What follows belongs to an exercise in optimizing a design on an open flow for small area; a production flow would make more cautious choices. At most, simulation tests tie the RTL to the original design; equivalence was not proved. Power and IR drop assume default switching activity.

Setup of juniper:
// board_top
module board_top (
    input  logic               clock_in,
    input  logic               reset_in,
    input  board_pkg::wb_req_t wb_req,
    output board_pkg::wb_rsp_t wb_rsp,
    input  logic               button,
    input  logic               follow,
    input  logic               link_rx,
    output logic               link_tx
);
    logic btn_rise;
    board_pkg::board_t board;
    logic              rx_valid;
    board_pkg::board_t rx_board;
    debounce btn_db (
        .clock_in (clock_in),
        .reset_in (reset_in),
        .noisy    (button),
        .rise     (btn_rise)
    );
    game_fsm game (
        .clock_in (clock_in),
        .reset_in (reset_in),
        .wb_req   (wb_req),
        .wb_rsp   (wb_rsp),
        .follow   (follow),
        .rx_valid (rx_valid),
        .rx_board (rx_board),
        .board    (board)
    );
    board_link_tx link_out (
        .clock_in (clock_in),
        .reset_in (reset_in),
        .send     (btn_rise),
        .board    (board),
        .line     (link_tx)
    );
    board_link_rx link_in (
        .clock_in (clock_in),
        .reset_in (reset_in),
        .line     (link_rx),
        .rx_valid (rx_valid),
        .rx_board (rx_board)
    );
endmodule
For scale: ~50 I/O pins.
==> flow/config.mk <==
export PLATFORM = sky130hd
export DESIGN_NAME = board_top
export DESIGN_NICKNAME = board_top
export VERILOG_FILES = /design/flow/design.v
export SDC_FILE = /design/flow/constraint.sdc
export NUM_CORES = 4
export LEC_CHECK = 0
export CAP_MARGIN = 5
export CORE_MARGIN = 2
export CORE_UTILIZATION = 40
export CTS_BUF_LIST = sky130_fd_sc_hd__clkbuf_8
export CTS_CLUSTER_DIAMETER = 70
export CTS_CLUSTER_SIZE = 12
export SLEW_MARGIN = 5
==> flow/constraint.sdc <==
create_clock -name core_clock -period 6.0 [get_ports {clock_in}]
set_input_delay 1.2000 -clock core_clock [delete_from_list [all_inputs] [get_ports {clock_in}]]
set_output_delay 1.2000 -clock core_clock [all_outputs]
set_load 0.01 [all_outputs]
run.sh (not shown) runs the stock make flow with config.mk's settings and CLKGATE_MAP_FILE= SYNTH_SCRIPT=/design/flow/synth_recipe.tcl, a recipe that flattens the netlist after the stock synthesis.
juniper reached the end of the flow, and the finished layout is clean on the timing, design-rule and antenna checks.
Modified inputs, harbor compared to juniper
Settings: CTS_CLUSTER_DIAMETER: 70 -> unset; CTS_CLUSTER_SIZE: 12 -> unset; SLEW_MARGIN: 5 -> 20; CAP_MARGIN: 5 -> 20; CTS_BUF_LIST: sky130_fd_sc_hd__clkbuf_8 -> sky130_fd_sc_hd__clkbuf_4.
Notes after the runs:
Of the two candidates, juniper has the better post-route minimum period and harbor the worse one. Width of the chip came out exactly the same in harbor and juniper. harbor packs its core tighter than juniper. Against juniper, internal power of the cells in harbor rose by more than 10%. Compared with juniper, harbor shows a largest stage delay on the critical path that is 300 ps lower. Going from juniper to harbor, routed wire length increased by about 2% relative to the old numbers; clock network power share increased by 12 points relative to the old numbers.
No functional check of the RTL was part of any run of this note.

* * *

Another version of the RTL of board_top (not shown whole).
For scale: roughly 1,400 cells after synthesis, roughly 540 flip-flops, roughly 50 I/O pins, ~20,000 um^2 of cells after synthesis.
clock: 6.0 ns
lec_check: 0
cap_margin: 5
core_margin: 2
core_utilization: 40
place_density: 0.8
slew_margin: 5
synth_hierarchical: 1
synth_minimum_keep_size: 0
standard.sh (not shown) runs the stock make flow with config.mk's settings and CLKGATE_MAP_FILE= SYNTH_SCRIPT=/design/flow/synth_recipe.tcl, a recipe that flattens the netlist after the stock synthesis.
==> flow/flow/run.sh <==
#!/bin/bash
# The standard layout, with these changes to how it is built:
# - after floorplan, combinational cells are sized down to their smallest
#   drive (placement repair then fixes any slew or capacitance limit);
# - the clock tree uses clkbuf_8 leaf buffers over clusters of up to 16
#   registers and no dummy loads;
# - the port buffers are the smallest buffer (every port still gets one).
set -e
export POST_FLOORPLAN_TCL="$PWD/flow/downsize.tcl"
export CTS_ARGS="-sink_clustering_enable -repair_clock_nets -buf_list sky130_fd_sc_hd__clkbuf_8 -sink_clustering_size 16 -sink_clustering_max_diameter 60 -dont_use_dummy_load"
export BUFFER_PORTS_ARGS="-buffer_cell sky130_fd_sc_hd__buf_1"
bash standard.sh > standard.log 2>&1
==> flow/flow/downsize.tcl <==
# Size combinational cells down to their smallest drive; placement repair
# then fixes any slew or capacitance limit this breaks
set n 0
foreach inst [get_cells *] {
  set m [get_property $inst ref_name]
  if {![regexp {^(sky130_fd_sc_hd__[a-z0-9]+)_([0-9]+)$} $m -> base sz]} { continue }
  if {[regexp {df|dl|buf|clk|tap|fill|decap|conb|diode|ha_|fa_|sdf|edf} $base]} { continue }
  foreach s {0 1} {
    if {$s >= $sz} { break }
    set lc [get_lib_cells -quiet */${base}_$s]
    if {[llength $lc] > 0} {
      replace_cell $inst $lc
      incr n
      break
    }
  }
}
puts "downsized $n cells"
Change:
--- a/flow/config.mk
+++ b/flow/config.mk
@@ -10,3 +10,2 @@
 export CORE_UTILIZATION = 40
-export PLACE_DENSITY = 0.8
 export SLEW_MARGIN = 5
Outcome: The changed run completed without violations; final cell count grows slightly; sequential share of layout area falls by 0.20 points; clock power came out higher by a few percent; via count goes down slightly; worst setup slack improved by 42 ps; utilization grows by 0.13 points; total power increases slightly.

## static timing again, ports no longer ideal
The flow's constraints put no driver on any port. The routed layouts listed below were extracted and timed again, unchanged, in two steps.
Step 1: set_driving_cell puts a clkbuf_16 on clock_in and a buf_2 on each other input, an assumption about the parent block.
Step 2 times the ports against the registers' clock, not the clock port: input delays grow and output delays shrink by t, the midpoint of the rising clock arrivals with the driver on.
a / b / c = ideal / step 1 / step 2; a / b = the first two.
| run | shift t [ns] | slack for setup (ns) | worst setup path after step 2 |
|---|---|---|---|
| juniper | 0.700 | 0.352 / 0.300 / 0.999 | register to output |
| harbor | 0.885 | 0.295 / 0.243 / 1.111 | input to register |
| the first run of note 2 | 0.607 | 1.055 / 1.005 / 0.817 | input to register |
| the second run of note 2 | 0.657 | 1.097 / 1.048 / 1.338 | input to register |
After both steps every run listed still meets setup and hold. The setup slack of the first run of note 2, which loses most, moves by -0.050 ns with the drivers and by -0.238 ns with both steps.
